Context: an optimization exercise on an open-source flow, tuned for small area and a short achievable clock period. The choices shown serve that exercise and are no tape-out recipe. No functional check of the RTL was part of any run shown here. No activity file was given, so power comes from the tool's default toggle rates.

**design/flow/design.v**
```verilog
`default_nettype none
package mm_pkg;
  localparam int ARRAY_N = 3;
  localparam int ELEM_W = 8;
  localparam int ACC_W  = 16;
  typedef logic signed [ELEM_W-1:0] elem_t;
  typedef logic signed [ACC_W-1:0]  acc_t;
  typedef enum logic [1:0] {
    SEQ_IDLE = 2'd0,
    SEQ_RUN  = 2'd1,
    SEQ_DONE = 2'd2
  } seq_state_t;
endpackage
`default_nettype wire
`default_nettype none
package mm_regs_pkg;
  localparam int AXI_ADDR_W = 8;
  localparam int AXI_DATA_W = 32;
  localparam logic [AXI_ADDR_W-1:0] REG_CTRL   = 8'h00;
  localparam logic [AXI_ADDR_W-1:0] REG_STATUS = 8'h04;
  localparam logic [AXI_ADDR_W-1:0] OPND_BASE  = 8'h40;
  localparam logic [AXI_ADDR_W-1:0] RES_BASE   = 8'h80;
  localparam int CTRL_START = 0;
  localparam int CTRL_CLEAR = 1;
  localparam int STAT_BUSY = 0;
  localparam int STAT_DONE = 1;
  localparam int STAT_FULL = 2;
  typedef enum logic [1:0] {
    RESP_OKAY   = 2'b00,
    RESP_SLVERR = 2'b10
  } axi_resp_t;
endpackage
`default_nettype wire
`default_nettype none
module mm_dot3 (
  input  wire [7:0]  i_a0, i_a1, i_a2,
  input  wire [7:0]  i_b0, i_b1, i_b2,
  output wire [47:0] o_st
);
  wire pp1;
  wire pp2;
  wire pp3;
  wire pp4;
  wire pp5;
  wire pp6;
  wire pp7;
  wire pp8;
  wire pp9;
  wire pp10;
  wire pp11;
  wire pp12;
  wire pp13;
  wire pp14;
  wire pp15;
  wire pp16;
  wire pp17;
  wire pp18;
  wire pp19;
  wire pp20;
  wire pp21;
  wire pp22;
  wire pp23;
  wire pp24;
  wire pp25;
  wire pp26;
  wire pp27;
  wire pp28;
  wire pp29;
  wire pp30;
  wire pp31;
  wire pp32;
  wire pp33;
  wire pp34;
  wire pp35;
  wire pp36;
  wire pp37;
  wire pp38;
  wire pp39;
  wire pp40;
  wire pp41;
  wire pp42;
  wire pp43;
  wire pp44;
  wire pp45;
  wire pp46;
  wire pp47;
  wire pp48;
  wire pp49;
  wire pp50;
  wire pp51;
  wire pp52;
  wire pp53;
  wire pp54;
  wire pp55;
  wire pp56;
  wire pp57;
  wire pp58;
  wire pp59;
  wire pp60;
  wire pp61;
  wire pp62;
  wire pp63;
  wire pp64;
  wire pp65;
  wire pp66;
  wire pp67;
  wire pp68;
  wire pp69;
  wire pp70;
  wire pp71;
  wire pp72;
  wire pp73;
  wire pp74;
  wire pp75;
  wire pp76;
  wire pp77;
  wire pp78;
  wire pp79;
  wire pp80;
  wire pp81;
  wire pp82;
  wire pp83;
  wire pp84;
  wire pp85;
  wire pp86;
  wire pp87;
  wire pp88;
  wire pp89;
  wire pp90;
  wire pp91;
  wire pp92;
  wire pp93;
  wire pp94;
  wire pp95;
  wire pp96;
  wire pp97;
  wire pp98;
  wire pp99;
  wire pp100;
  wire pp101;
  wire pp102;
  wire pp103;
  wire pp104;
  wire pp105;
  wire pp106;
  wire pp107;
  wire pp108;
  wire pp109;
  wire pp110;
  wire pp111;
  wire pp112;
  wire pp113;
  wire pp114;
  wire pp115;
  wire pp116;
  wire pp117;
  wire pp118;
  wire pp119;
  wire pp120;
  wire pp121;
  wire pp122;
  wire pp123;
  wire pp124;
  wire pp125;
  wire pp126;
  wire pp127;
  wire pp128;
  wire pp129;
  wire pp130;
  wire pp131;
  wire pp132;
  wire pp133;
  wire pp134;
  wire pp135;
  wire pp136;
  wire pp137;
  wire pp138;
  wire pp139;
  wire pp140;
  wire pp141;
  wire pp142;
  wire pp143;
  wire pp144;
  wire pp145;
  wire pp146;
  wire pp147;
  wire pp148;
  wire pp149;
  wire pp150;
  wire pp151;
  wire pp152;
  wire pp153;
  wire pp154;
  wire pp155;
  wire pp156;
  wire pp157;
  wire pp158;
  wire pp159;
  wire pp160;
  wire pp161;
  wire pp162;
  wire pp163;
  wire pp164;
  wire pp165;
  wire pp166;
  wire pp167;
  wire pp168;
  wire pp169;
  wire pp170;
  wire pp171;
  wire pp172;
  wire pp173;
  wire pp174;
  wire pp175;
  wire pp176;
  wire pp177;
  wire pp178;
  wire pp179;
  wire pp180;
  wire pp181;
  wire pp182;
  wire pp183;
  wire pp184;
  wire pp185;
  wire pp186;
  wire pp187;
  wire pp188;
  wire pp189;
  wire pp190;
  wire pp191;
  wire pp192;
  wire s193;
  wire c194;
  wire s195;
  wire c196;
  wire s197;
  wire c198;
  wire s199;
  wire c200;
  wire s201;
  wire c202;
  wire s203;
  wire c204;
  wire s205;
  wire c206;
  wire s207;
  wire c208;
  wire s209;
  wire c210;
  wire s211;
  wire c212;
  wire s213;
  wire c214;
  wire s215;
  wire c216;
  wire s217;
  wire c218;
  wire s219;
  wire c220;
  wire s221;
  wire c222;
  wire s223;
  wire c224;
  wire s225;
  wire c226;
  wire s227;
  wire c228;
  wire s229;
  wire c230;
  wire s231;
  wire c232;
  wire s233;
  wire c234;
  wire s235;
  wire c236;
  wire s237;
  wire c238;
  wire s239;
  wire c240;
  wire s241;
  wire c242;
  wire s243;
  wire c244;
  wire s245;
  wire c246;
  wire s247;
  wire c248;
  wire s249;
  wire c250;
  wire s251;
  wire c252;
  wire s253;
  wire c254;
  wire s255;
  wire c256;
  wire s257;
  wire c258;
  wire s259;
  wire c260;
  wire s261;
  wire c262;
  wire s263;
  wire c264;
  wire s265;
  wire c266;
  wire s267;
  wire c268;
  wire s269;
  wire c270;
  wire s271;
  wire c272;
  wire s273;
  wire c274;
  wire s275;
  wire c276;
  wire s277;
  wire c278;
  wire s279;
  wire c280;
  wire s281;
  wire c282;
  wire s283;
  wire c284;
  wire s285;
  wire c286;
  wire s287;
  wire c288;
  wire s289;
  wire c290;
  wire s291;
  wire c292;
  wire s293;
  wire c294;
  wire s295;
  wire c296;
  wire s297;
  wire c298;
  wire s299;
  wire c300;
  wire s301;
  wire c302;
  wire s303;
  wire c304;
  wire s305;
  wire c306;
  wire s307;
  wire c308;
  wire s309;
  wire c310;
  wire s311;
  wire c312;
  wire s313;
  wire c314;
  wire s315;
  wire c316;
  wire s317;
  wire c318;
  wire s319;
  wire c320;
  wire s321;
  wire c322;
  wire s323;
  wire c324;
  wire s325;
  wire c326;
  wire s327;
  wire c328;
  wire s329;
  wire c330;
  wire s331;
  wire c332;
  wire s333;
  wire c334;
  wire s335;
  wire c336;
  wire s337;
  wire c338;
  wire s339;
  wire c340;
  wire s341;
  wire c342;
  wire s343;
  wire c344;
  wire s345;
  wire c346;
  wire s347;
  wire c348;
  wire s349;
  wire c350;
  wire s351;
  wire c352;
  wire s353;
  wire c354;
  wire s355;
  wire c356;
  wire s357;
  wire c358;
  wire s359;
  wire c360;
  wire s361;
  wire c362;
  wire s363;
  wire c364;
  wire s365;
  wire c366;
  wire s367;
  wire c368;
  wire s369;
  wire c370;
  wire s371;
  wire c372;
  wire s373;
  wire c374;
  wire s375;
  wire c376;
  wire s377;
  wire c378;
  wire s379;
  wire c380;
  wire s381;
  wire c382;
  wire s383;
  wire c384;
  wire s385;
  wire c386;
  wire s387;
  wire c388;
  wire s389;
  wire c390;
  wire s391;
  wire c392;
  wire s393;
  wire c394;
  wire s395;
  wire c396;
  wire s397;
  wire c398;
  wire s399;
  wire c400;
  wire s401;
  wire c402;
  wire s403;
  wire c404;
  wire s405;
  wire c406;
  wire s407;
  wire c408;
  wire s409;
  wire c410;
  wire s411;
  wire c412;
  wire s413;
  wire c414;
  wire s415;
  wire c416;
  wire s417;
  wire c418;
  wire s419;
  wire c420;
  wire s421;
  wire c422;
  wire s423;
  wire c424;
  wire s425;
  wire c426;
  wire s427;
  wire c428;
  wire s429;
  wire c430;
  wire s431;
  wire c432;
  wire s433;
  wire c434;
  wire s435;
  wire c436;
  wire s437;
  wire c438;
  wire s439;
  wire c440;
  wire s441;
  wire c442;
  wire s443;
  wire c444;
  wire s445;
  wire c446;
  wire s447;
  wire c448;
  wire s449;
  wire c450;
  wire s451;
  wire c452;
  wire s453;
  wire c454;
  wire s455;
  wire c456;
  wire s457;
  wire c458;
  wire s459;
  wire c460;
  wire s461;
  wire c462;
  wire s463;
  wire c464;
  wire s465;
  wire c466;
  wire s467;
  wire c468;
  wire s469;
  wire c470;
  wire s471;
  wire c472;
  wire s473;
  wire c474;
  wire s475;
  wire c476;
  wire s477;
  wire c478;
  wire s479;
  wire c480;
  wire s481;
  wire c482;
  wire s483;
  wire c484;
  wire s485;
  wire c486;
  wire s487;
  wire c488;
  wire s489;
  wire c490;
  wire s491;
  wire c492;
  wire s493;
  wire c494;
  wire s495;
  wire c496;
  wire s497;
  wire c498;
  wire s499;
  wire c500;
  wire s501;
  wire c502;
  wire s503;
  assign pp1 = ~(i_a0[0] & i_b0[0]);
  assign pp2 = ~(i_a0[0] & i_b0[1]);
  assign pp3 = ~(i_a0[0] & i_b0[2]);
  assign pp4 = ~(i_a0[0] & i_b0[3]);
  assign pp5 = ~(i_a0[0] & i_b0[4]);
  assign pp6 = ~(i_a0[0] & i_b0[5]);
  assign pp7 = ~(i_a0[0] & i_b0[6]);
  assign pp8 = i_a0[0] & i_b0[7];
  assign pp9 = ~(i_a0[1] & i_b0[0]);
  assign pp10 = ~(i_a0[1] & i_b0[1]);
  assign pp11 = ~(i_a0[1] & i_b0[2]);
  assign pp12 = ~(i_a0[1] & i_b0[3]);
  assign pp13 = ~(i_a0[1] & i_b0[4]);
  assign pp14 = ~(i_a0[1] & i_b0[5]);
  assign pp15 = ~(i_a0[1] & i_b0[6]);
  assign pp16 = i_a0[1] & i_b0[7];
  assign pp17 = ~(i_a0[2] & i_b0[0]);
  assign pp18 = ~(i_a0[2] & i_b0[1]);
  assign pp19 = ~(i_a0[2] & i_b0[2]);
  assign pp20 = ~(i_a0[2] & i_b0[3]);
  assign pp21 = ~(i_a0[2] & i_b0[4]);
  assign pp22 = ~(i_a0[2] & i_b0[5]);
  assign pp23 = ~(i_a0[2] & i_b0[6]);
  assign pp24 = i_a0[2] & i_b0[7];
  assign pp25 = ~(i_a0[3] & i_b0[0]);
  assign pp26 = ~(i_a0[3] & i_b0[1]);
  assign pp27 = ~(i_a0[3] & i_b0[2]);
  assign pp28 = ~(i_a0[3] & i_b0[3]);
  assign pp29 = ~(i_a0[3] & i_b0[4]);
  assign pp30 = ~(i_a0[3] & i_b0[5]);
  assign pp31 = ~(i_a0[3] & i_b0[6]);
  assign pp32 = i_a0[3] & i_b0[7];
  assign pp33 = ~(i_a0[4] & i_b0[0]);
  assign pp34 = ~(i_a0[4] & i_b0[1]);
  assign pp35 = ~(i_a0[4] & i_b0[2]);
  assign pp36 = ~(i_a0[4] & i_b0[3]);
  assign pp37 = ~(i_a0[4] & i_b0[4]);
  assign pp38 = ~(i_a0[4] & i_b0[5]);
  assign pp39 = ~(i_a0[4] & i_b0[6]);
  assign pp40 = i_a0[4] & i_b0[7];
  assign pp41 = ~(i_a0[5] & i_b0[0]);
  assign pp42 = ~(i_a0[5] & i_b0[1]);
  assign pp43 = ~(i_a0[5] & i_b0[2]);
  assign pp44 = ~(i_a0[5] & i_b0[3]);
  assign pp45 = ~(i_a0[5] & i_b0[4]);
  assign pp46 = ~(i_a0[5] & i_b0[5]);
  assign pp47 = ~(i_a0[5] & i_b0[6]);
  assign pp48 = i_a0[5] & i_b0[7];
  assign pp49 = ~(i_a0[6] & i_b0[0]);
  assign pp50 = ~(i_a0[6] & i_b0[1]);
  assign pp51 = ~(i_a0[6] & i_b0[2]);
  assign pp52 = ~(i_a0[6] & i_b0[3]);
  assign pp53 = ~(i_a0[6] & i_b0[4]);
  assign pp54 = ~(i_a0[6] & i_b0[5]);
  assign pp55 = ~(i_a0[6] & i_b0[6]);
  assign pp56 = i_a0[6] & i_b0[7];
  assign pp57 = i_a0[7] & i_b0[0];
  assign pp58 = i_a0[7] & i_b0[1];
  assign pp59 = i_a0[7] & i_b0[2];
  assign pp60 = i_a0[7] & i_b0[3];
  assign pp61 = i_a0[7] & i_b0[4];
  assign pp62 = i_a0[7] & i_b0[5];
  assign pp63 = i_a0[7] & i_b0[6];
  assign pp64 = ~(i_a0[7] & i_b0[7]);
  assign pp65 = ~(i_a1[0] & i_b1[0]);
  assign pp66 = ~(i_a1[0] & i_b1[1]);
  assign pp67 = ~(i_a1[0] & i_b1[2]);
  assign pp68 = ~(i_a1[0] & i_b1[3]);
  assign pp69 = ~(i_a1[0] & i_b1[4]);
  assign pp70 = ~(i_a1[0] & i_b1[5]);
  assign pp71 = ~(i_a1[0] & i_b1[6]);
  assign pp72 = i_a1[0] & i_b1[7];
  assign pp73 = ~(i_a1[1] & i_b1[0]);
  assign pp74 = ~(i_a1[1] & i_b1[1]);
  assign pp75 = ~(i_a1[1] & i_b1[2]);
  assign pp76 = ~(i_a1[1] & i_b1[3]);
  assign pp77 = ~(i_a1[1] & i_b1[4]);
  assign pp78 = ~(i_a1[1] & i_b1[5]);
  assign pp79 = ~(i_a1[1] & i_b1[6]);
  assign pp80 = i_a1[1] & i_b1[7];
  assign pp81 = ~(i_a1[2] & i_b1[0]);
  assign pp82 = ~(i_a1[2] & i_b1[1]);
  assign pp83 = ~(i_a1[2] & i_b1[2]);
  assign pp84 = ~(i_a1[2] & i_b1[3]);
  assign pp85 = ~(i_a1[2] & i_b1[4]);
  assign pp86 = ~(i_a1[2] & i_b1[5]);
  assign pp87 = ~(i_a1[2] & i_b1[6]);
  assign pp88 = i_a1[2] & i_b1[7];
  assign pp89 = ~(i_a1[3] & i_b1[0]);
  assign pp90 = ~(i_a1[3] & i_b1[1]);
  assign pp91 = ~(i_a1[3] & i_b1[2]);
  assign pp92 = ~(i_a1[3] & i_b1[3]);
  assign pp93 = ~(i_a1[3] & i_b1[4]);
  assign pp94 = ~(i_a1[3] & i_b1[5]);
  assign pp95 = ~(i_a1[3] & i_b1[6]);
  assign pp96 = i_a1[3] & i_b1[7];
  assign pp97 = ~(i_a1[4] & i_b1[0]);
  assign pp98 = ~(i_a1[4] & i_b1[1]);
  assign pp99 = ~(i_a1[4] & i_b1[2]);
  assign pp100 = ~(i_a1[4] & i_b1[3]);
  assign pp101 = ~(i_a1[4] & i_b1[4]);
  assign pp102 = ~(i_a1[4] & i_b1[5]);
  assign pp103 = ~(i_a1[4] & i_b1[6]);
  assign pp104 = i_a1[4] & i_b1[7];
  assign pp105 = ~(i_a1[5] & i_b1[0]);
  assign pp106 = ~(i_a1[5] & i_b1[1]);
  assign pp107 = ~(i_a1[5] & i_b1[2]);
  assign pp108 = ~(i_a1[5] & i_b1[3]);
  assign pp109 = ~(i_a1[5] & i_b1[4]);
  assign pp110 = ~(i_a1[5] & i_b1[5]);
  assign pp111 = ~(i_a1[5] & i_b1[6]);
  assign pp112 = i_a1[5] & i_b1[7];
  assign pp113 = ~(i_a1[6] & i_b1[0]);
  assign pp114 = ~(i_a1[6] & i_b1[1]);
  assign pp115 = ~(i_a1[6] & i_b1[2]);
  assign pp116 = ~(i_a1[6] & i_b1[3]);
  assign pp117 = ~(i_a1[6] & i_b1[4]);
  assign pp118 = ~(i_a1[6] & i_b1[5]);
  assign pp119 = ~(i_a1[6] & i_b1[6]);
  assign pp120 = i_a1[6] & i_b1[7];
  assign pp121 = i_a1[7] & i_b1[0];
  assign pp122 = i_a1[7] & i_b1[1];
  assign pp123 = i_a1[7] & i_b1[2];
  assign pp124 = i_a1[7] & i_b1[3];
  assign pp125 = i_a1[7] & i_b1[4];
  assign pp126 = i_a1[7] & i_b1[5];
  assign pp127 = i_a1[7] & i_b1[6];
  assign pp128 = ~(i_a1[7] & i_b1[7]);
  assign pp129 = ~(i_a2[0] & i_b2[0]);
  assign pp130 = ~(i_a2[0] & i_b2[1]);
  assign pp131 = ~(i_a2[0] & i_b2[2]);
  assign pp132 = ~(i_a2[0] & i_b2[3]);
  assign pp133 = ~(i_a2[0] & i_b2[4]);
  assign pp134 = ~(i_a2[0] & i_b2[5]);
  assign pp135 = ~(i_a2[0] & i_b2[6]);
  assign pp136 = i_a2[0] & i_b2[7];
  assign pp137 = ~(i_a2[1] & i_b2[0]);
  assign pp138 = ~(i_a2[1] & i_b2[1]);
  assign pp139 = ~(i_a2[1] & i_b2[2]);
  assign pp140 = ~(i_a2[1] & i_b2[3]);
  assign pp141 = ~(i_a2[1] & i_b2[4]);
  assign pp142 = ~(i_a2[1] & i_b2[5]);
  assign pp143 = ~(i_a2[1] & i_b2[6]);
  assign pp144 = i_a2[1] & i_b2[7];
  assign pp145 = ~(i_a2[2] & i_b2[0]);
  assign pp146 = ~(i_a2[2] & i_b2[1]);
  assign pp147 = ~(i_a2[2] & i_b2[2]);
  assign pp148 = ~(i_a2[2] & i_b2[3]);
  assign pp149 = ~(i_a2[2] & i_b2[4]);
  assign pp150 = ~(i_a2[2] & i_b2[5]);
  assign pp151 = ~(i_a2[2] & i_b2[6]);
  assign pp152 = i_a2[2] & i_b2[7];
  assign pp153 = ~(i_a2[3] & i_b2[0]);
  assign pp154 = ~(i_a2[3] & i_b2[1]);
  assign pp155 = ~(i_a2[3] & i_b2[2]);
  assign pp156 = ~(i_a2[3] & i_b2[3]);
  assign pp157 = ~(i_a2[3] & i_b2[4]);
  assign pp158 = ~(i_a2[3] & i_b2[5]);
  assign pp159 = ~(i_a2[3] & i_b2[6]);
  assign pp160 = i_a2[3] & i_b2[7];
  assign pp161 = ~(i_a2[4] & i_b2[0]);
  assign pp162 = ~(i_a2[4] & i_b2[1]);
  assign pp163 = ~(i_a2[4] & i_b2[2]);
  assign pp164 = ~(i_a2[4] & i_b2[3]);
  assign pp165 = ~(i_a2[4] & i_b2[4]);
  assign pp166 = ~(i_a2[4] & i_b2[5]);
  assign pp167 = ~(i_a2[4] & i_b2[6]);
  assign pp168 = i_a2[4] & i_b2[7];
  assign pp169 = ~(i_a2[5] & i_b2[0]);
  assign pp170 = ~(i_a2[5] & i_b2[1]);
  assign pp171 = ~(i_a2[5] & i_b2[2]);
  assign pp172 = ~(i_a2[5] & i_b2[3]);
  assign pp173 = ~(i_a2[5] & i_b2[4]);
  assign pp174 = ~(i_a2[5] & i_b2[5]);
  assign pp175 = ~(i_a2[5] & i_b2[6]);
  assign pp176 = i_a2[5] & i_b2[7];
  assign pp177 = ~(i_a2[6] & i_b2[0]);
  assign pp178 = ~(i_a2[6] & i_b2[1]);
  assign pp179 = ~(i_a2[6] & i_b2[2]);
  assign pp180 = ~(i_a2[6] & i_b2[3]);
  assign pp181 = ~(i_a2[6] & i_b2[4]);
  assign pp182 = ~(i_a2[6] & i_b2[5]);
  assign pp183 = ~(i_a2[6] & i_b2[6]);
  assign pp184 = i_a2[6] & i_b2[7];
  assign pp185 = i_a2[7] & i_b2[0];
  assign pp186 = i_a2[7] & i_b2[1];
  assign pp187 = i_a2[7] & i_b2[2];
  assign pp188 = i_a2[7] & i_b2[3];
  assign pp189 = i_a2[7] & i_b2[4];
  assign pp190 = i_a2[7] & i_b2[5];
  assign pp191 = i_a2[7] & i_b2[6];
  assign pp192 = ~(i_a2[7] & i_b2[7]);
  mm_fa u_s193 (.i_a(pp106), .i_b(pp113), .i_c(pp135), .o_s(s193), .o_c(c194));
  mm_fa u_s195 (.i_a(pp100), .i_b(pp107), .i_c(pp114), .o_s(s195), .o_c(c196));
  mm_fa u_s197 (.i_a(pp121), .i_b(pp136), .i_c(pp143), .o_s(s197), .o_c(c198));
  mm_fa u_s199 (.i_a(pp15), .i_b(pp150), .i_c(pp157), .o_s(s199), .o_c(c200));
  mm_ha u_s201 (.i_a(pp101), .i_b(pp108), .o_s(s201), .o_c(c202));
  mm_fa u_s203 (.i_a(pp115), .i_b(pp122), .i_c(pp144), .o_s(s203), .o_c(c204));
  mm_fa u_s205 (.i_a(pp151), .i_b(pp158), .i_c(pp16), .o_s(s205), .o_c(c206));
  mm_ha u_s207 (.i_a(pp102), .i_b(pp109), .o_s(s207), .o_c(c208));
  mm_xnor u_s209 (.i_a(pp116), .i_b(pp123), .o_y(s209));
  mm_or u_c210 (.i_a(pp116), .i_b(pp123), .o_y(c210));
  mm_fa u_s211 (.i_a(pp12), .i_b(pp133), .i_c(pp140), .o_s(s211), .o_c(c212));
  mm_fa u_s213 (.i_a(pp105), .i_b(pp13), .i_c(pp134), .o_s(s213), .o_c(c214));
  mm_fa u_s215 (.i_a(pp141), .i_b(pp148), .i_c(pp155), .o_s(s215), .o_c(c216));
  mm_fa u_s217 (.i_a(pp162), .i_b(pp169), .i_c(pp20), .o_s(s217), .o_c(c218));
  mm_fa u_s219 (.i_a(pp14), .i_b(pp142), .i_c(pp149), .o_s(s219), .o_c(c220));
  mm_fa u_s221 (.i_a(pp156), .i_b(pp163), .i_c(pp170), .o_s(s221), .o_c(c222));
  mm_fa u_s223 (.i_a(pp177), .i_b(pp21), .i_c(pp28), .o_s(s223), .o_c(c224));
  mm_fa u_s225 (.i_a(pp35), .i_b(pp42), .i_c(pp49), .o_s(s225), .o_c(c226));
  mm_xnor u_s227 (.i_a(pp7), .i_b(pp71), .o_y(s227));
  mm_or u_c228 (.i_a(pp7), .i_b(pp71), .o_y(c228));
  mm_fa u_s229 (.i_a(pp164), .i_b(pp171), .i_c(pp178), .o_s(s229), .o_c(c230));
  mm_fa u_s231 (.i_a(pp185), .i_b(pp22), .i_c(pp29), .o_s(s231), .o_c(c232));
  mm_fa u_s233 (.i_a(pp36), .i_b(pp43), .i_c(pp50), .o_s(s233), .o_c(c234));
  mm_fa u_s235 (.i_a(pp57), .i_b(pp72), .i_c(pp79), .o_s(s235), .o_c(c236));
  mm_fa u_s237 (.i_a(pp8), .i_b(pp86), .i_c(pp93), .o_s(s237), .o_c(c238));
  mm_xnor u_s239 (.i_a(c194), .i_b(s195), .o_y(s239));
  mm_or u_c240 (.i_a(c194), .i_b(s195), .o_y(c240));
  mm_fa u_s241 (.i_a(pp165), .i_b(pp172), .i_c(pp179), .o_s(s241), .o_c(c242));
  mm_fa u_s243 (.i_a(pp186), .i_b(pp23), .i_c(pp30), .o_s(s243), .o_c(c244));
  mm_fa u_s245 (.i_a(pp37), .i_b(pp44), .i_c(pp51), .o_s(s245), .o_c(c246));
  mm_fa u_s247 (.i_a(pp58), .i_b(pp80), .i_c(pp87), .o_s(s247), .o_c(c248));
  mm_fa u_s249 (.i_a(pp94), .i_b(c196), .i_c(c198), .o_s(s249), .o_c(c250));
  mm_fa u_s251 (.i_a(c200), .i_b(s201), .i_c(s203), .o_s(s251), .o_c(c252));
  mm_fa u_s253 (.i_a(pp152), .i_b(pp159), .i_c(pp166), .o_s(s253), .o_c(c254));
  mm_fa u_s255 (.i_a(pp173), .i_b(pp180), .i_c(pp187), .o_s(s255), .o_c(c256));
  mm_fa u_s257 (.i_a(pp24), .i_b(pp31), .i_c(pp38), .o_s(s257), .o_c(c258));
  mm_fa u_s259 (.i_a(pp45), .i_b(pp52), .i_c(pp59), .o_s(s259), .o_c(c260));
  mm_fa u_s261 (.i_a(pp88), .i_b(pp95), .i_c(s209), .o_s(s261), .o_c(c262));
  mm_fa u_s263 (.i_a(c202), .i_b(c204), .i_c(c206), .o_s(s263), .o_c(c264));
  mm_fa u_s265 (.i_a(pp103), .i_b(pp110), .i_c(pp117), .o_s(s265), .o_c(c266));
  mm_fa u_s267 (.i_a(pp124), .i_b(pp160), .i_c(pp167), .o_s(s267), .o_c(c268));
  mm_fa u_s269 (.i_a(pp174), .i_b(pp181), .i_c(pp188), .o_s(s269), .o_c(c270));
  mm_fa u_s271 (.i_a(pp32), .i_b(pp39), .i_c(pp46), .o_s(s271), .o_c(c272));
  mm_fa u_s273 (.i_a(pp53), .i_b(pp60), .i_c(pp96), .o_s(s273), .o_c(c274));
  mm_fa u_s275 (.i_a(pp104), .i_b(pp111), .i_c(pp118), .o_s(s275), .o_c(c276));
  mm_fa u_s277 (.i_a(pp125), .i_b(pp168), .i_c(pp175), .o_s(s277), .o_c(c278));
  mm_fa u_s279 (.i_a(pp11), .i_b(pp132), .i_c(pp139), .o_s(s279), .o_c(c280));
  mm_xnor u_s281 (.i_a(pp146), .i_b(pp153), .o_y(s281));
  mm_or u_c282 (.i_a(pp146), .i_b(pp153), .o_y(c282));
  mm_fa u_s283 (.i_a(pp147), .i_b(pp154), .i_c(pp161), .o_s(s283), .o_c(c284));
  mm_fa u_s285 (.i_a(pp19), .i_b(pp26), .i_c(pp33), .o_s(s285), .o_c(c286));
  mm_fa u_s287 (.i_a(pp5), .i_b(pp69), .i_c(pp76), .o_s(s287), .o_c(c288));
  mm_fa u_s289 (.i_a(pp27), .i_b(pp34), .i_c(pp41), .o_s(s289), .o_c(c290));
  mm_fa u_s291 (.i_a(pp6), .i_b(pp70), .i_c(pp77), .o_s(s291), .o_c(c292));
  mm_fa u_s293 (.i_a(pp84), .i_b(pp91), .i_c(pp98), .o_s(s293), .o_c(c294));
  mm_xnor u_s295 (.i_a(c212), .i_b(s213), .o_y(s295));
  mm_or u_c296 (.i_a(c212), .i_b(s213), .o_y(c296));
  mm_fa u_s297 (.i_a(pp78), .i_b(pp85), .i_c(pp92), .o_s(s297), .o_c(c298));
  mm_fa u_s299 (.i_a(pp99), .i_b(s227), .i_c(c214), .o_s(s299), .o_c(c300));
  mm_fa u_s301 (.i_a(c216), .i_b(c218), .i_c(s193), .o_s(s301), .o_c(c302));
  mm_fa u_s303 (.i_a(s219), .i_b(s221), .i_c(s223), .o_s(s303), .o_c(c304));
  mm_fa u_s305 (.i_a(c228), .i_b(c220), .i_c(c222), .o_s(s305), .o_c(c306));
  mm_fa u_s307 (.i_a(c224), .i_b(c226), .i_c(s197), .o_s(s307), .o_c(c308));
  mm_fa u_s309 (.i_a(s199), .i_b(s229), .i_c(s231), .o_s(s309), .o_c(c310));
  mm_fa u_s311 (.i_a(s233), .i_b(s235), .i_c(s237), .o_s(s311), .o_c(c312));
  mm_fa u_s313 (.i_a(c230), .i_b(c232), .i_c(c234), .o_s(s313), .o_c(c314));
  mm_fa u_s315 (.i_a(c236), .i_b(c238), .i_c(s205), .o_s(s315), .o_c(c316));
  mm_fa u_s317 (.i_a(s241), .i_b(s243), .i_c(s245), .o_s(s317), .o_c(c318));
  mm_fa u_s319 (.i_a(s247), .i_b(c240), .i_c(s249), .o_s(s319), .o_c(c320));
  mm_fa u_s321 (.i_a(c242), .i_b(c244), .i_c(c246), .o_s(s321), .o_c(c322));
  mm_fa u_s323 (.i_a(c248), .i_b(s207), .i_c(s253), .o_s(s323), .o_c(c324));
  mm_fa u_s325 (.i_a(s255), .i_b(s257), .i_c(s259), .o_s(s325), .o_c(c326));
  mm_fa u_s327 (.i_a(s261), .i_b(c250), .i_c(c252), .o_s(s327), .o_c(c328));
  mm_fa u_s329 (.i_a(c210), .i_b(c208), .i_c(c254), .o_s(s329), .o_c(c330));
  mm_fa u_s331 (.i_a(c256), .i_b(c258), .i_c(c260), .o_s(s331), .o_c(c332));
  mm_fa u_s333 (.i_a(s265), .i_b(s267), .i_c(s269), .o_s(s333), .o_c(c334));
  mm_fa u_s335 (.i_a(s271), .i_b(s273), .i_c(c262), .o_s(s335), .o_c(c336));
  mm_fa u_s337 (.i_a(pp182), .i_b(pp189), .i_c(pp40), .o_s(s337), .o_c(c338));
  mm_fa u_s339 (.i_a(pp47), .i_b(pp54), .i_c(pp61), .o_s(s339), .o_c(c340));
  mm_fa u_s341 (.i_a(c266), .i_b(c268), .i_c(c270), .o_s(s341), .o_c(c342));
  mm_fa u_s343 (.i_a(c272), .i_b(c274), .i_c(s275), .o_s(s343), .o_c(c344));
  mm_fa u_s345 (.i_a(pp112), .i_b(pp119), .i_c(pp126), .o_s(s345), .o_c(c346));
  mm_fa u_s347 (.i_a(pp176), .i_b(pp183), .i_c(pp190), .o_s(s347), .o_c(c348));
  mm_fa u_s349 (.i_a(pp48), .i_b(pp55), .i_c(pp62), .o_s(s349), .o_c(c350));
  mm_fa u_s351 (.i_a(pp10), .i_b(pp131), .i_c(pp138), .o_s(s351), .o_c(c352));
  mm_xnor u_s353 (.i_a(pp145), .i_b(pp17), .o_y(s353));
  mm_or u_c354 (.i_a(pp145), .i_b(pp17), .o_y(c354));
  mm_fa u_s355 (.i_a(pp18), .i_b(pp25), .i_c(pp4), .o_s(s355), .o_c(c356));
  mm_fa u_s357 (.i_a(pp68), .i_b(pp75), .i_c(pp82), .o_s(s357), .o_c(c358));
  mm_xnor u_s359 (.i_a(pp89), .i_b(s281), .o_y(s359));
  mm_or u_c360 (.i_a(pp89), .i_b(s281), .o_y(c360));
  mm_fa u_s361 (.i_a(pp83), .i_b(pp90), .i_c(pp97), .o_s(s361), .o_c(c362));
  mm_fa u_s363 (.i_a(c282), .i_b(c280), .i_c(s211), .o_s(s363), .o_c(c364));
  mm_fa u_s365 (.i_a(s283), .i_b(s285), .i_c(s287), .o_s(s365), .o_c(c366));
  mm_fa u_s367 (.i_a(c284), .i_b(c286), .i_c(c288), .o_s(s367), .o_c(c368));
  mm_fa u_s369 (.i_a(s215), .i_b(s217), .i_c(s289), .o_s(s369), .o_c(c370));
  mm_fa u_s371 (.i_a(s291), .i_b(s293), .i_c(s295), .o_s(s371), .o_c(c372));
  mm_fa u_s373 (.i_a(c290), .i_b(c292), .i_c(c294), .o_s(s373), .o_c(c374));
  mm_fa u_s375 (.i_a(s225), .i_b(s297), .i_c(c296), .o_s(s375), .o_c(c376));
  mm_fa u_s377 (.i_a(s299), .i_b(s301), .i_c(s303), .o_s(s377), .o_c(c378));
  mm_fa u_s379 (.i_a(c298), .i_b(c300), .i_c(s239), .o_s(s379), .o_c(c380));
  mm_fa u_s381 (.i_a(c302), .i_b(c304), .i_c(s305), .o_s(s381), .o_c(c382));
  mm_fa u_s383 (.i_a(s307), .i_b(s309), .i_c(s311), .o_s(s383), .o_c(c384));
  mm_fa u_s385 (.i_a(c306), .i_b(c308), .i_c(c310), .o_s(s385), .o_c(c386));
  mm_fa u_s387 (.i_a(c312), .i_b(s313), .i_c(s315), .o_s(s387), .o_c(c388));
  mm_fa u_s389 (.i_a(s251), .i_b(s317), .i_c(s319), .o_s(s389), .o_c(c390));
  mm_fa u_s391 (.i_a(c314), .i_b(c316), .i_c(c318), .o_s(s391), .o_c(c392));
  mm_fa u_s393 (.i_a(s263), .i_b(s321), .i_c(s323), .o_s(s393), .o_c(c394));
  mm_fa u_s395 (.i_a(s325), .i_b(c320), .i_c(s327), .o_s(s395), .o_c(c396));
  mm_fa u_s397 (.i_a(c264), .i_b(c322), .i_c(c324), .o_s(s397), .o_c(c398));
  mm_fa u_s399 (.i_a(c326), .i_b(s329), .i_c(s331), .o_s(s399), .o_c(c400));
  mm_fa u_s401 (.i_a(s333), .i_b(s335), .i_c(c328), .o_s(s401), .o_c(c402));
  mm_fa u_s403 (.i_a(s277), .i_b(s337), .i_c(s339), .o_s(s403), .o_c(c404));
  mm_fa u_s405 (.i_a(c330), .i_b(c332), .i_c(c334), .o_s(s405), .o_c(c406));
  mm_fa u_s407 (.i_a(s341), .i_b(s343), .i_c(c336), .o_s(s407), .o_c(c408));
  mm_fa u_s409 (.i_a(c276), .i_b(c278), .i_c(c338), .o_s(s409), .o_c(c410));
  mm_fa u_s411 (.i_a(c340), .i_b(s345), .i_c(s347), .o_s(s411), .o_c(c412));
  mm_fa u_s413 (.i_a(s349), .i_b(c342), .i_c(c344), .o_s(s413), .o_c(c414));
  mm_fa u_s415 (.i_a(pp120), .i_b(pp127), .i_c(pp184), .o_s(s415), .o_c(c416));
  mm_fa u_s417 (.i_a(pp191), .i_b(pp56), .i_c(pp63), .o_s(s417), .o_c(c418));
  mm_fa u_s419 (.i_a(c346), .i_b(c348), .i_c(c350), .o_s(s419), .o_c(c420));
  mm_fa u_s421 (.i_a(pp130), .i_b(pp137), .i_c(pp2), .o_s(s421), .o_c(c422));
  mm_fa u_s423 (.i_a(pp3), .i_b(pp67), .i_c(pp74), .o_s(s423), .o_c(c424));
  mm_xnor u_s425 (.i_a(pp81), .i_b(s353), .o_y(s425));
  mm_or u_c426 (.i_a(pp81), .i_b(s353), .o_y(c426));
  mm_fa u_s427 (.i_a(c354), .i_b(c352), .i_c(s279), .o_s(s427), .o_c(c428));
  mm_fa u_s429 (.i_a(s355), .i_b(s357), .i_c(s359), .o_s(s429), .o_c(c430));
  mm_fa u_s431 (.i_a(c356), .i_b(c358), .i_c(c360), .o_s(s431), .o_c(c432));
  mm_fa u_s433 (.i_a(s361), .i_b(s363), .i_c(s365), .o_s(s433), .o_c(c434));
  mm_fa u_s435 (.i_a(c362), .i_b(c364), .i_c(c366), .o_s(s435), .o_c(c436));
  mm_fa u_s437 (.i_a(s367), .i_b(s369), .i_c(s371), .o_s(s437), .o_c(c438));
  mm_fa u_s439 (.i_a(c368), .i_b(c370), .i_c(s373), .o_s(s439), .o_c(c440));
  mm_fa u_s441 (.i_a(s375), .i_b(c372), .i_c(s377), .o_s(s441), .o_c(c442));
  mm_fa u_s443 (.i_a(c374), .i_b(c376), .i_c(s379), .o_s(s443), .o_c(c444));
  mm_fa u_s445 (.i_a(c378), .i_b(s381), .i_c(s383), .o_s(s445), .o_c(c446));
  mm_fa u_s447 (.i_a(c380), .i_b(c382), .i_c(s385), .o_s(s447), .o_c(c448));
  mm_fa u_s449 (.i_a(c384), .i_b(s387), .i_c(s389), .o_s(s449), .o_c(c450));
  mm_fa u_s451 (.i_a(c386), .i_b(c388), .i_c(s391), .o_s(s451), .o_c(c452));
  mm_fa u_s453 (.i_a(s393), .i_b(c390), .i_c(s395), .o_s(s453), .o_c(c454));
  mm_fa u_s455 (.i_a(c392), .i_b(s397), .i_c(c394), .o_s(s455), .o_c(c456));
  mm_fa u_s457 (.i_a(s399), .i_b(s401), .i_c(c396), .o_s(s457), .o_c(c458));
  mm_fa u_s459 (.i_a(s403), .i_b(c398), .i_c(c400), .o_s(s459), .o_c(c460));
  mm_fa u_s461 (.i_a(s405), .i_b(s407), .i_c(c402), .o_s(s461), .o_c(c462));
  mm_fa u_s463 (.i_a(c404), .i_b(s409), .i_c(s411), .o_s(s463), .o_c(c464));
  mm_fa u_s465 (.i_a(c406), .i_b(s413), .i_c(c408), .o_s(s465), .o_c(c466));
  mm_fa u_s467 (.i_a(s415), .i_b(s417), .i_c(c410), .o_s(s467), .o_c(c468));
  mm_fa u_s469 (.i_a(c412), .i_b(s419), .i_c(c414), .o_s(s469), .o_c(c470));
  mm_fa u_s471 (.i_a(pp128), .i_b(pp192), .i_c(pp64), .o_s(s471), .o_c(c472));
  mm_fa u_s473 (.i_a(c416), .i_b(c418), .i_c(c420), .o_s(s473), .o_c(c474));
  mm_xnor u_s475 (.i_a(pp66), .i_b(pp73), .o_y(s475));
  mm_or u_c476 (.i_a(pp66), .i_b(pp73), .o_y(c476));
  mm_fa u_s477 (.i_a(c422), .i_b(s351), .i_c(s423), .o_s(s477), .o_c(c478));
  mm_fa u_s479 (.i_a(c424), .i_b(c426), .i_c(s427), .o_s(s479), .o_c(c480));
  mm_fa u_s481 (.i_a(c428), .i_b(s431), .i_c(c430), .o_s(s481), .o_c(c482));
  mm_fa u_s483 (.i_a(c432), .i_b(c434), .i_c(s435), .o_s(s483), .o_c(c484));
  mm_fa u_s485 (.i_a(c436), .i_b(s439), .i_c(c438), .o_s(s485), .o_c(c486));
  mm_fa u_s487 (.i_a(c440), .i_b(s443), .i_c(c442), .o_s(s487), .o_c(c488));
  mm_fa u_s489 (.i_a(c444), .i_b(s447), .i_c(c446), .o_s(s489), .o_c(c490));
  mm_fa u_s491 (.i_a(c448), .i_b(s451), .i_c(c450), .o_s(s491), .o_c(c492));
  mm_fa u_s493 (.i_a(c452), .i_b(s455), .i_c(c454), .o_s(s493), .o_c(c494));
  mm_fa u_s495 (.i_a(c456), .i_b(s459), .i_c(s461), .o_s(s495), .o_c(c496));
  mm_fa u_s497 (.i_a(s463), .i_b(c460), .i_c(s465), .o_s(s497), .o_c(c498));
  mm_fa u_s499 (.i_a(s467), .i_b(c464), .i_c(s469), .o_s(s499), .o_c(c500));
  mm_fa u_s501 (.i_a(s471), .i_b(c468), .i_c(s473), .o_s(s501), .o_c(c502));
  assign s503 = ~(c472);
  assign o_st = {c474, s503, c502, c470, s501, c500, c466, s499, c498, c462, s497, c496, c458, s495, c494, s457, s493, c492, s453, s491, c490, s449, s489, c488, s445, s487, c486, s441, s485, c484, s437, s483, c482, s433, s481, c480, s429, s479, c478, s425, s477, c476, s421, pp9, s475, pp65, pp129, pp1};
endmodule
module mm_dot3_fin (
  input  wire [47:0] i_st,
  output wire [15:0] o_n0,
  output wire [15:0] o_n1
);
  wire s1;
  wire c2;
  wire s3;
  wire c4;
  wire s5;
  wire c6;
  wire s7;
  wire c8;
  wire s9;
  wire c10;
  wire s11;
  wire c12;
  wire s13;
  wire c14;
  wire s15;
  wire c16;
  wire s17;
  wire c18;
  wire s19;
  wire c20;
  wire s21;
  wire c22;
  wire s23;
  wire c24;
  wire s25;
  wire c26;
  wire s27;
  wire c28;
  wire s29;
  wire c30;
  wire s31;
  mm_xnor u_s1 (.i_a(i_st[0]), .i_b(i_st[1]), .o_y(s1));
  mm_or u_c2 (.i_a(i_st[0]), .i_b(i_st[1]), .o_y(c2));
  mm_fa u_s3 (.i_a(i_st[3]), .i_b(i_st[4]), .i_c(i_st[5]), .o_s(s3), .o_c(c4));
  mm_fa u_s5 (.i_a(i_st[6]), .i_b(i_st[7]), .i_c(i_st[8]), .o_s(s5), .o_c(c6));
  mm_fa u_s7 (.i_a(i_st[10]), .i_b(i_st[11]), .i_c(i_st[9]), .o_s(s7), .o_c(c8));
  mm_fa u_s9 (.i_a(i_st[12]), .i_b(i_st[13]), .i_c(i_st[14]), .o_s(s9), .o_c(c10));
  mm_fa u_s11 (.i_a(i_st[15]), .i_b(i_st[16]), .i_c(i_st[17]), .o_s(s11), .o_c(c12));
  mm_fa u_s13 (.i_a(i_st[18]), .i_b(i_st[19]), .i_c(i_st[20]), .o_s(s13), .o_c(c14));
  mm_fa u_s15 (.i_a(i_st[21]), .i_b(i_st[22]), .i_c(i_st[23]), .o_s(s15), .o_c(c16));
  mm_fa u_s17 (.i_a(i_st[24]), .i_b(i_st[25]), .i_c(i_st[26]), .o_s(s17), .o_c(c18));
  mm_fa u_s19 (.i_a(i_st[27]), .i_b(i_st[28]), .i_c(i_st[29]), .o_s(s19), .o_c(c20));
  mm_fa u_s21 (.i_a(i_st[30]), .i_b(i_st[31]), .i_c(i_st[32]), .o_s(s21), .o_c(c22));
  mm_fa u_s23 (.i_a(i_st[33]), .i_b(i_st[34]), .i_c(i_st[35]), .o_s(s23), .o_c(c24));
  mm_fa u_s25 (.i_a(i_st[36]), .i_b(i_st[37]), .i_c(i_st[38]), .o_s(s25), .o_c(c26));
  mm_fa u_s27 (.i_a(i_st[39]), .i_b(i_st[40]), .i_c(i_st[41]), .o_s(s27), .o_c(c28));
  mm_fa u_s29 (.i_a(i_st[42]), .i_b(i_st[43]), .i_c(i_st[44]), .o_s(s29), .o_c(c30));
  assign s31 = i_st[45] ^ i_st[46] ^ i_st[47];
  assign o_n0 = {c30, c28, c26, c24, c22, c20, c18, c16, c14, c12, c10, c8, c6, c4, c2, i_st[2]};
  assign o_n1 = {s31, s29, s27, s25, s23, s21, s19, s17, s15, s13, s11, s9, s7, s5, s3, s1};
endmodule
module mm_fa (input wire i_a, i_b, i_c, output wire o_s, o_c);
  assign o_s = i_a ^ i_b ^ i_c;
  assign o_c = (i_a & i_b) | (i_a & i_c) | (i_b & i_c);
endmodule
module mm_ha (input wire i_a, i_b, output wire o_s, o_c);
  assign o_s = i_a ^ i_b;
  assign o_c = i_a & i_b;
endmodule
module mm_xnor (input wire i_a, i_b, output wire o_y);
  assign o_y = ~(i_a ^ i_b);
endmodule
module mm_or (input wire i_a, i_b, output wire o_y);
  assign o_y = i_a | i_b;
endmodule
`default_nettype wire
`timescale 1ns/1ps
`default_nettype none
module mm_top (
  input  logic        clk,
  input  logic        rst_n,
  input  logic        i_awvalid,
  output logic        o_awready,
  input  logic [7:0]  i_awaddr,
  input  logic        i_wvalid,
  output logic        o_wready,
  input  logic [31:0] i_wdata,
  input  logic [3:0]  i_wstrb,
  output logic        o_bvalid,
  input  logic        i_bready,
  output logic [1:0]  o_bresp,
  input  logic        i_arvalid,
  output logic        o_arready,
  input  logic [7:0]  i_araddr,
  output logic        o_rvalid,
  input  logic        i_rready,
  output logic [31:0] o_rdata,
  output logic [1:0]  o_rresp
);
  logic        bvalid_q;
  logic        bslverr_q;
  logic        start_q;
  logic        clear_q;
  logic        busy_q;
  logic        done_q;
  logic [2:0]  cnt_q;
  logic [17:0] mask_q;
  logic        full_q;
  logic        full;
  logic        accept;
  logic        wr_go;
  logic        wr_ctrl;
  logic        wr_opnd;
  logic [4:0]  wr_slot;
  logic        opnd_we;
  assign wr_go     = i_awvalid && i_wvalid && !bvalid_q;
  assign o_awready = wr_go;
  assign o_wready  = wr_go;
  assign wr_ctrl = (i_awaddr == 8'h00);
  assign wr_opnd = (i_awaddr[1:0] == 2'b00) &&
                   ((i_awaddr[7:6] == 2'b01) || (i_awaddr[7:3] == 5'b10000));
  assign wr_slot = i_awaddr[6:2] - 5'd16;
  assign opnd_we = wr_go && wr_opnd && !busy_q;
  always_ff @(posedge clk or negedge rst_n) begin
    if (!rst_n) begin
      bvalid_q <= 1'b0;
      start_q  <= 1'b0;
      clear_q  <= 1'b0;
    end else begin
      if (bvalid_q && i_bready) bvalid_q <= 1'b0;
      if (wr_go) bvalid_q <= 1'b1;
      start_q <= wr_go && wr_ctrl && i_wdata[0];
      clear_q <= wr_go && wr_ctrl && i_wdata[1];
    end
  end
  always_ff @(posedge clk) begin
    if (wr_go) bslverr_q <= !(wr_ctrl || (wr_opnd && !busy_q));
  end
  assign o_bvalid = bvalid_q;
  assign o_bresp  = {bslverr_q, 1'b0};
  logic [2:0] ph_i_q;
  logic [2:0] ph_j_q;
  logic [2:0] ph_j_next;
  assign ph_j_next = ph_i_q[2] ? {ph_j_q[1:0], ph_j_q[2]} : ph_j_q;
  always_ff @(posedge clk or negedge rst_n) begin
    if (!rst_n) begin
      ph_i_q <= 3'b001;
      ph_j_q <= 3'b001;
    end else begin
      ph_i_q <= {ph_i_q[1:0], ph_i_q[2]};
      ph_j_q <= ph_j_next;
    end
  end
  logic [2:0]        wr_row;
  logic [2:0]        wr_col;
  logic              wr_a;
  logic              wr_b;
  logic [7:0]        a_q [3][3];
  logic [7:0]        b_q [3][3];
  logic [7:0]        bsel_q [3];
  always_comb begin
    wr_a = opnd_we && (wr_slot < 5'd9);
    wr_b = opnd_we && (wr_slot >= 5'd9);
    for (int r = 0; r < 3; r++) begin
      wr_row[r] = 1'b0;
      wr_col[r] = 1'b0;
      for (int c = 0; c < 3; c++) begin
        wr_row[r] = wr_row[r] | (wr_slot == 5'(3 * r + c)) | (wr_slot == 5'(9 + 3 * r + c));
        wr_col[r] = wr_col[r] | (wr_slot == 5'(3 * c + r)) | (wr_slot == 5'(9 + 3 * c + r));
      end
    end
  end
  always_ff @(posedge clk) begin
    for (int k = 0; k < 3; k++) begin
      for (int g = 0; g < 3; g++) begin
        if (wr_a && wr_col[k] &&
            ((ph_i_q[0] && wr_row[(g + 1) % 3]) ||
             (ph_i_q[1] && wr_row[(g + 2) % 3]) ||
             (ph_i_q[2] && wr_row[g])))
          a_q[k][g] <= i_wdata[7:0];
        else
          a_q[k][g] <= a_q[k][(g + 1) % 3];
      end
    end
  end
  always_ff @(posedge clk) begin
    for (int r = 0; r < 3; r++)
      for (int c = 0; c < 3; c++)
        if (wr_b && wr_row[r] && wr_col[c]) b_q[r][c] <= i_wdata[7:0];
  end
  always_ff @(posedge clk) begin
    for (int k = 0; k < 3; k++)
      bsel_q[k] <= ({8{ph_j_next[0]}} & b_q[k][0]) |
                   ({8{ph_j_next[1]}} & b_q[k][1]) |
                   ({8{ph_j_next[2]}} & b_q[k][2]);
  end
  always_ff @(posedge clk or negedge rst_n) begin
    if (!rst_n) begin
      mask_q <= '0;
      full_q <= 1'b0;
    end else begin
      full_q <= (&mask_q) && !clear_q;
      if (clear_q) begin
        mask_q <= '0;
      end else if (opnd_we) begin
        mask_q[wr_slot] <= 1'b1;
      end
    end
  end
  assign full = full_q;
  assign accept = start_q && full && !busy_q;
  always_ff @(posedge clk or negedge rst_n) begin
    if (!rst_n) begin
      busy_q <= 1'b0;
      done_q <= 1'b0;
    end else if (accept) begin
      busy_q <= 1'b1;
      done_q <= 1'b0;
    end else if (busy_q && cnt_q == 3'd7) begin
      busy_q <= 1'b0;
      done_q <= 1'b1;
    end
  end
  always_ff @(posedge clk) begin
    if (accept) cnt_q <= 3'd0;
    else if (busy_q) cnt_q <= cnt_q + 3'd1;
  end
  logic [47:0] dot_st;
  logic [47:0] st_q;
  logic [15:0] fin_n0;
  logic [15:0] fin_n1;
  logic [15:0] sum;
  logic        ring_we;
  logic [15:0] ring_q [9];
  mm_dot3 u_dot (
    .i_a0 (a_q[0][0]),
    .i_a1 (a_q[1][0]),
    .i_a2 (a_q[2][0]),
    .i_b0 (bsel_q[0]),
    .i_b1 (bsel_q[1]),
    .i_b2 (bsel_q[2]),
    .o_st (dot_st)
  );
  always_ff @(posedge clk) st_q <= dot_st;
  mm_dot3_fin u_fin (
    .i_st (st_q),
    .o_n0 (fin_n0),
    .o_n1 (fin_n1)
  );
  assign sum     = ~(fin_n0 + fin_n1 + 16'd1);
  assign ring_we = accept || busy_q;
  always_ff @(posedge clk) begin
    ring_q[0] <= ring_we ? sum : ring_q[8];
    for (int p = 1; p < 9; p++) ring_q[p] <= ring_q[p-1];
  end
  logic        arready_q;
  logic        rvalid_q;
  logic        rslverr_q;
  logic [15:0] rdata_q;
  logic        ar_go;
  logic        rd_ctrl;
  logic        rd_stat;
  logic        rd_res;
  logic [8:0]  rd_k;
  logic [8:0]  phase;
  logic [8:0]  rd_pos;
  logic [15:0] rd_val;
  logic [15:0] rd_data;
  assign ar_go   = i_arvalid && arready_q;
  assign rd_ctrl = (i_araddr == 8'h00);
  assign rd_stat = (i_araddr == 8'h04);
  assign rd_res  = (i_araddr[7] == 1'b1) && (i_araddr[1:0] == 2'b00) &&
                   (i_araddr[6:2] <= 5'd8);
  always_comb begin
    for (int f = 0; f < 9; f++) phase[f] = ph_j_q[f / 3] && ph_i_q[f % 3];
    for (int k = 0; k < 9; k++) rd_k[k] = (i_araddr[5:2] == 4'(k));
    for (int p = 0; p < 9; p++) begin
      rd_pos[p] = 1'b0;
      for (int k = 0; k < 9; k++) rd_pos[p] = rd_pos[p] | (rd_k[k] & phase[(p + 3 * (k % 3) + k / 3 + 2) % 9]);
    end
    rd_val = '0;
    for (int p = 0; p < 9; p++) rd_val = rd_val | ({16{rd_pos[p]}} & ring_q[p]);
    rd_data = '0;
    if (rd_res) rd_data = rd_val;
    else if (rd_stat) rd_data = {13'd0, full, done_q, busy_q};
  end
  always_ff @(posedge clk or negedge rst_n) begin
    if (!rst_n) begin
      arready_q <= 1'b0;
      rvalid_q  <= 1'b0;
    end else if (ar_go) begin
      arready_q <= 1'b0;
      rvalid_q  <= 1'b1;
    end else begin
      if (rvalid_q && i_rready) rvalid_q <= 1'b0;
      arready_q <= !rvalid_q || i_rready;
    end
  end
  always_ff @(posedge clk) begin
    if (ar_go) begin
      rslverr_q <= !(rd_ctrl || rd_stat || rd_res);
      rdata_q   <= rd_data;
    end
  end
  assign o_arready = arready_q;
  assign o_rvalid  = rvalid_q;
  assign o_rresp   = {rslverr_q, 1'b0};
  assign o_rdata   = {{16{rdata_q[15]}}, rdata_q};
endmodule
`default_nettype wire
```
**design/flow/standard.sh**
```bash
#!/bin/bash
# synth_recipe.tcl (not shown) runs the flow's synth.tcl, then flattens the netlist and writes it again
# the make line also repeats each setting of config.mk as NAME=value (left out here)
make -C /OpenROAD-flow-scripts/flow DESIGN_CONFIG=/design/flow/config.mk WORK_HOME=/design/flow/orfs CLKGATE_MAP_FILE= SYNTH_SCRIPT=/design/flow/synth_recipe.tcl "${@:-finish}"
```
**design/flow/flow/run.sh**
```bash
#!/bin/bash
# Layout flow: the standard ORFS flow (standard.sh, unchanged synthesis and
# scripts) with the port buffers that placement inserts made the smallest
# buffer instead of the one buffer_ports picks by default. Timing repair still
# resizes any port buffer on a critical path.
set -euo pipefail
export BUFFER_PORTS_ARGS="-buffer_cell sky130_fd_sc_hd__buf_1"
bash standard.sh > standard.log 2>&1
```
**design/flow/constraint.sdc**
```tcl
create_clock -name core_clock -period 8.0 [get_ports {clk}]
set_input_delay 1.6000 -clock core_clock [delete_from_list [all_inputs] [get_ports {clk}]]
set_output_delay 1.6000 -clock core_clock [all_outputs]
set_load 0.01 [all_outputs]
```
**design/flow/config.mk**
```make
export PLATFORM = sky130hd
export DESIGN_NAME = mm_top
export DESIGN_NICKNAME = mm_top
export VERILOG_FILES = /design/flow/design.v
export SDC_FILE = /design/flow/constraint.sdc
export NUM_CORES = 4
export LEC_CHECK = 0
export ABC_CLOCK_PERIOD_IN_PS = 4000
export CAP_MARGIN = 20
export CORE_MARGIN = 2
export CORE_UTILIZATION = 60
export CTS_CLUSTER_DIAMETER = 100
export CTS_CLUSTER_SIZE = 24
export PLACE_DENSITY = 0.7
export SETUP_SLACK_MARGIN = 4.62
export SLEW_MARGIN = 20
export SYNTH_HIERARCHICAL = 1
```
==> flow_summary.toml, run 1 <==
[floorplan]
floorplan.core_area_mm2 = 0.0324
design.portCount = 100
die_area_mm2 = 0.0341
floorplan.rows = 66
floorplan.initialDensity = 0.605
floorplan.die.height_um = 185
fp.dieW_um = 185

[grt]
grt_max_degree = 39
grt_pass1_wl_mm = 65.8
antenna_found_initial = 0
grt_pass1_vias = 12198
global_route.usage.total = 0.247
overflow = 0

[logic_synthesis]
ys_seq_area_frac = 0.477
synth.cell_area_mm2 = 0.0196
ys_top_cells_by_area = "dfxtp_1 30%, fa_1 16%, edfxtp_1 14%"
ys.flop_type = "dfxtp_1"
yosys.area.top_type = "dfxtp_1"
synth_edf_count = 90
netlist.area_leader.share = 0.297
netlist_instances = 1637
synth_async_sr_flop_share = 0.0775
synth_cell_types = 82
postSynthRegisterBits = 413
synthesis.yosys.warnings = 15
synthesis.area_per_instance_um2 = 12.0

[place]
placed_cell_area_mm2 = 0.0193
hpwlAfterDp_mm = 28.4
port_buffers = 69
gpl.final_weighted_congestion = 0.885
place_worst_setup_slack_ns = 3.36

[sta]
finClkSkew_ns = 0.0170
worstMarginPinSlew_ns = 0.975
timing.final.max_slew_violations = 0
final.min_clock_period_ns = 3.63
total_negative_setup_slack_ns = 0
setup_repair_after_global_routing_missed_its_margin = "yes"
max_clock_freq_mhz = 275
setup_viol = 0
timing.slew.headroom = 0.350
report.final.hold_viol_count = 0
post-route-worst-setup-slack_ns = 4.37
final.period_utilization = 0.454
whs_ns = 0.342

[critical_path]
worst_setup_path_start_kind = "input pin"
buffers_inverters_on_critical_path = 2
crit_family = "simple AND/OR/NAND/NOR gates"
cp_slowest_cell = "and3b_2"
rr_worst_depth = 7
worstSetupPathDepth = 3
critical_path_required_ns = 6.40
setup.worst_path.class = "input pin to output pin"
critical_path.cell_chain = "buf_1 > and3b_2 > buf_6"
critPathMaxFanout = 3
worst_ep_arrival_ns = 2.03
endpoint_kind = "output pin"
cp_slowest_stage_delay_ns = 0.24

[finish]
mostFrequentLayoutCells = "260 x dfxtp_1, 197 x nand2_1, 153 x fa_1, 90 x edfxtp_1, 75 x mux2_2"
post-route-cell-area_mm2 = 0.0209
post_route_cells_drive_above_1_share = 0.178
most_common_cell_after_layout_fill_and_taps_aside = "dfxtp_1"
num-nets-final = 1850
num_antenna_cells = 0
areaGrowthSynthToFinish_pct = 6.69
num-fill-cells = 2456

[clock_tree]
cts.path.max_buffers = 3
number_of_buffers_added_by_the_clock_tree_synthesis_step = 21
ctsHtreeMaxLevel = 1
worstSkewPairLatency_ns = 0.53
cts-hold-fix-buffers = 0
root_buffer = "clkbuf_16"
clkTransAtPathRegs_ns = 0.09
cts_num_sinks = 413
cts_tree = "built"

[power]
power.density_cell_area_mw_per_mm2 = 163
pwr-share-seq = 0.629
vdd_ir_drop_max_mv = 0.178
power_leakage_uw = 0.00727
switching_power_as_a_share_of_total_power = 0.211
p_sw_uw = 716
combinationalPowerShare = 0.037
share_clk_of_total_power = 0.334
internal-power_uw = 2680

[detailed_routing]
routed_met2_length_mm = 21.0
routed_wire_per_std_cell_um = 21.0
drt-met1-wl_mm = 18.2
route.antenna.remaining_nets = 0
top_layer = "met4"
detail_route.iter0.violations = 1294
viasPerCell = 5.92
drc = 0
detailroute.via_count = 12199
routed_wirelength_mm = 43.3
wl_met3_mm = 2.93
drtPass1Iterations = 6

[outcome]
run_status = "finished clean"

[hold_path]
hold_path.class = "register to register"
hold_path_depth = 0

[run]
cap_violations = 0
-- sequential cells by signal (all words and copies together) (netlist names), 3 cells and up --
register  count
ring_q      144
a_q          72
b_q          72
st_q         48
bsel_q       24
mask_q       18
rdata_q      16
cnt_q         3
ph_i_q        3
ph_j_q        3
-- layout make-up --
class	instances	area, um^2	share of cell area
Sequential cell	413	9410	0.450
Tap cell	442	553	0.0265
Timing Repair Buffer	130	976	0.0467
Clock buffer	33	571	0.0273
Clock inverter	2	25.0	0.00120
Multi-Input combinational cell	996	9190	0.440
Inverter	45	169	0.00808
-- Yosys stat by module, one instance, submodules excluded --
module / cell area, um^2 / flip-flops and latches / cells / times used
mm_dot3: 1360 / 0 / 263 / 1
mm_dot3_fin: 264 / 0 / 33 / 1
mm_fa: 20.0 / 0 / 1 / 158
mm_ha: 12.5 / 0 / 1 / 2
mm_or: 6.26 / 0 / 1 / 10
mm_top: 14600 / 413 / 1161 / 1
mm_xnor: 8.76 / 0 / 1 / 10
-- cells by family (layout without fill, tap and decap cells) --
logic type               after synthesis  in the layout  share of synthesized area
AO/OA/AOI/OAI                        241            242                     0.0944
XOR/XNOR                              21             21                     0.0102
buffers and inverters                231            210                     0.0741
adder cells (fa/ha/maj)              184            184                      0.179
AND/OR/NAND/NOR                      464            465                      0.119
flip-flops                           413            413                      0.477
other                                  1              2                   0.000191
multiplexers                          82             82                     0.0468
-- metal layers --
metal | track usage | vias to the layer above
met3 | 0.0314 | 82
met4 | 0.0679 | 0
met2 | 0.423 | 529
met5 | 0 | -
met1 | 0.335 | 6071
li1 | - | 5517
-- power groups by stage --
stage	clock (uW)	combinational (uW)	sequential [uW]
after detailed placement	0	91.9	2190
after global routing	1230	136	2140
after floorplan	0	60.4	2190
after CTS	1160	96.4	2140
after global placement	0	90.4	2190
final	1130	126	2140
-- repair_timing --
item                       in CTS  in global routing
pin swaps                       3                 14
buffers inserted                9                 37
hold endpoints to repair        0                  0
resized for setup              54                 99
cloned                          0                  8
setup endpoints to repair     168                179
-- synth_stat cells (25+ instances only) --
library cell  number
edfxtp_1          90
buf_4            127
nor2_1            60
nor2b_1           34
inv_1             45
a31oi_1           27
ha_1              25
and2_1            43
dfrtp_1           30
o21ai_0           40
nand2_1          198
a21oi_1           29
dfxtp_1          291
mux2_2            75
fa_1             159
a22oi_1           30
-- metrics by stage --
stage          utilization  total power (uW)  cells
3_3_place_gp         0.595              2280   1972
6_report             0.645              3400   2061
3_5_place_dp         0.595              2280   1972
2_1_floorplan            -              2250   1638
5_1_grt              0.645              3510   2061
4_1_cts              0.622              3400   2016
-- worst paths after layout --
| check | start | end | slack [ns] |
|---|---|---|---|
| hold / removal | ring_q[5][5]$_DFF_P_ | ring_q[6][5]$_DFF_P_ | 0.34 |
| min in group asynchronous | rst_n | mask_q[17]$_DFFE_PN0P_ | 1.14 |
| hold reg to reg | ring_q[5][5]$_DFF_P_ | ring_q[6][5]$_DFF_P_ | 0.34 |
| setup reg to reg | bsel_q[1][3]$_DFF_P_ | st_q[28]$_DFF_P_ | 4.71 |
| max in group asynchronous | rst_n | done_q$_DFFE_PN0P_ | 6.35 |
| setup / recovery | i_awvalid | o_awready | 4.37 |
==> run 2: changes to the inputs <==
==> design/flow/flow/run.sh (replaced) <==
#!/bin/bash
# Layout flow: the standard ORFS flow (standard.sh: unchanged synthesis,
# scripts and settings from config.mk) with two layout changes:
#  - the port buffers that placement inserts are the smallest buffer instead of
#    the one buffer_ports picks by default (timing repair still resizes any on a
#    critical path);
#  - before the first resizing, split_ready.tcl puts the internal loads of the
#    gate that drives o_awready/o_wready behind a buffer of their own.
set -euo pipefail
here=$(pwd)
export BUFFER_PORTS_ARGS="-buffer_cell sky130_fd_sc_hd__buf_1"
export PRE_RESIZE_TCL="$here/flow/split_ready.tcl"
bash standard.sh > standard.log 2>&1
==> design/flow/flow/split_ready.tcl (new file) <==
# o_awready and o_wready are one gate of the write valids, which also drives
# the write logic inside. Move those inside loads behind a buffer of their
# own, so that the gate drives only the two port buffers and timing repair
# can make the port-to-port path short.
set obufs {}
set gnet ""
foreach port {o_awready o_wready} {
  foreach pin [get_pins -of_objects [get_nets $port]] {
    if {[get_property $pin direction] == "output"} {
      set inst [get_cells -of_objects $pin]
      lappend obufs [get_full_name $inst]
      foreach ipin [get_pins -of_objects $inst -filter "direction == input"] {
        set gnet [get_full_name [get_nets -of_objects $ipin]]
      }
    }
  }
}
set inside {}
foreach pin [get_pins -of_objects [get_nets $gnet]] {
  if {[get_property $pin direction] != "input"} { continue }
  if {[lsearch -exact $obufs [get_full_name [get_cells -of_objects $pin]]] >= 0} { continue }
  lappend inside [get_full_name $pin]
}
puts "split_ready: net $gnet, port buffers $obufs, [llength $inside] inside loads"
if {[llength $obufs] == 2 && [llength $inside] > 0} {
  insert_buffer -buffer_cell sky130_fd_sc_hd__buf_2 -net $gnet -load_pins $inside
}
--- a/design/flow/config.mk
+++ b/design/flow/config.mk
@@ -12,6 +12,6 @@
 export CTS_CLUSTER_DIAMETER = 100
 export CTS_CLUSTER_SIZE = 24
 export PLACE_DENSITY = 0.7
-export SETUP_SLACK_MARGIN = 4.62
+export SETUP_SLACK_MARGIN = 4.55
 export SLEW_MARGIN = 20
 export SYNTH_HIERARCHICAL = 1
==> run 2 against run 1 <==
Effect of this change: first-iteration DRC count down 18%; cell count down 1.6%; setup slack worse by 0.012 ns; power down 0.72%; synthesized cell count unchanged; clock power about the same; critical path depth unchanged; via count down 1.7%; worst hold slack better by 0.0058 ns; critical path type unchanged; critical endpoint unchanged; global-route usage up 0.20 points; utilization down 1.7 points; highest routed layer unchanged; non-clock buffer count down 32.
==> flow_summary.toml, run 2 <==
[detailed_routing]
detailroute.via_count = 11991
drtPass1Iterations = 6
viasPerCell = 5.92
routed_wire_per_std_cell_um = 20.3
drc = 0

[sta]
whs_ns = 0.348
final.min_clock_period_ns = 3.64
report.final.hold_viol_count = 0
finClkSkew_ns = 0.00933
timing.slew.headroom = 0.365

[power]
power_leakage_uw = 0.00699
power.density_cell_area_mw_per_mm2 = 166
switching_power_as_a_share_of_total_power = 0.210
internal-power_uw = 2660
share_clk_of_total_power = 0.335

[clock_tree]
clkTransAtPathRegs_ns = 0.09
ctsHtreeMaxLevel = 1
cts_num_sinks = 413
root_buffer = "clkbuf_16"
cts_tree = "built"
worstSkewPairLatency_ns = 0.53

[logic_synthesis]
netlist.area_leader.share = 0.297
synth.cell_area_mm2 = 0.0196
yosysMostFrequentCell = "dfxtp_1"
synth_cell_types = 82

[finish]
areaGrowthSynthToFinish_pct = 3.94
top_register = "ring_q"
layout_top_registers = "ring_q: 144 flops, a_q: 72 flops, b_q: 72 flops"
stdcell_count = 2027
post_route_cells_drive_above_1_share = 0.140

[grt]
antenna_found_initial = 0
top_usage_layer = "met2"
grt_pass1_vias = 12382
grtUsageMet3 = 0.0302
global_route.usage.total = 0.249
grt_pass1_wl_mm = 66.4

[floorplan]
die_area_mm2 = 0.0341
floorplan.die.height_um = 185
fp.dieW_um = 185
floorplan.rows = 66

[critical_path]
worst_ep_arrival_ns = 2.04
endpoint_kind = "output pin"
worst_setup_path_start_kind = "input pin"
setup.worst_path.class = "input pin to output pin"

[place]
place_worst_setup_slack_ns = 3.30
gpl.final_weighted_congestion = 0.896
port_buffers = 69

[outcome]
run_status = "finished clean"

[hold_path]
hold_path.class = "register to register"
## run 2: cell counts after synthesis
No cell type changed its count.
## run 2: layout make-up
type / count / area [um^2]
well taps: 442 / 553
inverters: 45 / 169
fillers: 2532 / 12000
multi-input cells: 994 / 9050
repair buffers: 98 / 603
clock buffers: 32 / 567
flip-flops and latches: 413 / 9390
clock inverters: 3 / 23.8
## run 2: power groups by stage
stage | combinational, uW | clock (uW) | sequential, uW
final | 102 | 1130 | 2140
after global routing | 113 | 1230 | 2140
after CTS | 95.7 | 1150 | 2140
after detailed placement | 91.8 | 0 | 2190
after global placement | 89.0 | 0 | 2190
after floorplan | 58.9 | 0 | 2190
## run 2: cell families (layout without fill, tap and decap cells)
family	Yosys count	after routing	share of synthesized area
other	1	2	0.000191
multiplexers	82	82	0.0468
flip-flops	413	413	0.477
AO/OA/AOI/OAI	241	241	0.0944
XOR/XNOR	21	21	0.0102
adder cells (fa/ha/maj)	184	184	0.179
buffers and inverters	231	178	0.0741
AND/OR/NAND/NOR	464	464	0.119
## run 2: worst max-delay path, cell delays in order
cell and delay (ns):
buf_1 0.07, and3b_2 0.24, buf_6 0.13
## run 2: timing repair
item | 4_1_cts | 5_1_grt
buffers inserted | 4 | 15
pin swaps | 2 | 3
hold endpoints to repair | 0 | 0
resized for setup | 62 | 46
setup endpoints to repair | 168 | 171
gates cloned | 0 | 0
hold buffers | 0 | 0
## run 2: through the flow
step | cell area (um^2) | power, uW
after global placement | 19200 | 2280
after CTS | 20100 | 3390
final | 20400 | 3370
after global routing | 20400 | 3490
after detailed placement | 19200 | 2280
after floorplan | 19600 | 2250
## run 2: worst paths after layout
| path | to | depth (start not counted) | from |
|---|---|---|---|
| setup reg to reg | st_q[28]$_DFF_P_ | 6 | bsel_q[0][3]$_DFF_P_ |
| hold / removal | ring_q[6][15]$_DFF_P_ | 0 | ring_q[5][15]$_DFF_P_ |
| min in group asynchronous | mask_q[11]$_DFFE_PN0P_ | 1 | rst_n |
| max in group asynchronous | rvalid_q$_DFFE_PN0P_ | 1 | rst_n |
| setup / recovery | o_awready | 3 | i_awvalid |
| hold reg to reg | ring_q[6][15]$_DFF_P_ | 0 | ring_q[5][15]$_DFF_P_ |
## run 2: modules after synthesis, one instance, submodules excluded
module       times used  cell area, um^2  flip-flops and latches  cells inside
mm_top                1            14600                     413          1161
mm_dot3               1             1360                       0           263
mm_dot3_fin           1              264                       0            33
mm_fa               158             20.0                       0             1
mm_ha                 2             12.5                       0             1
mm_xnor              10             8.76                       0             1
mm_or                10             6.26                       0             1
## run 2: metal layers
layer  part of all wire  vias up
li1                   -     5442
met1               0.43     6022
met2               0.49      450
met3              0.059       77
met4              0.022        0
met5                  0        -

Re-timed with assumed drivers on the ports (clkbuf_16 on the clock, buf_2 on other inputs), run 2 has 4.325 ns of setup slack against 4.356 ns with ideal ports, and 3.981 ns once port delays also move by the mid clock arrival of 0.572 ns.
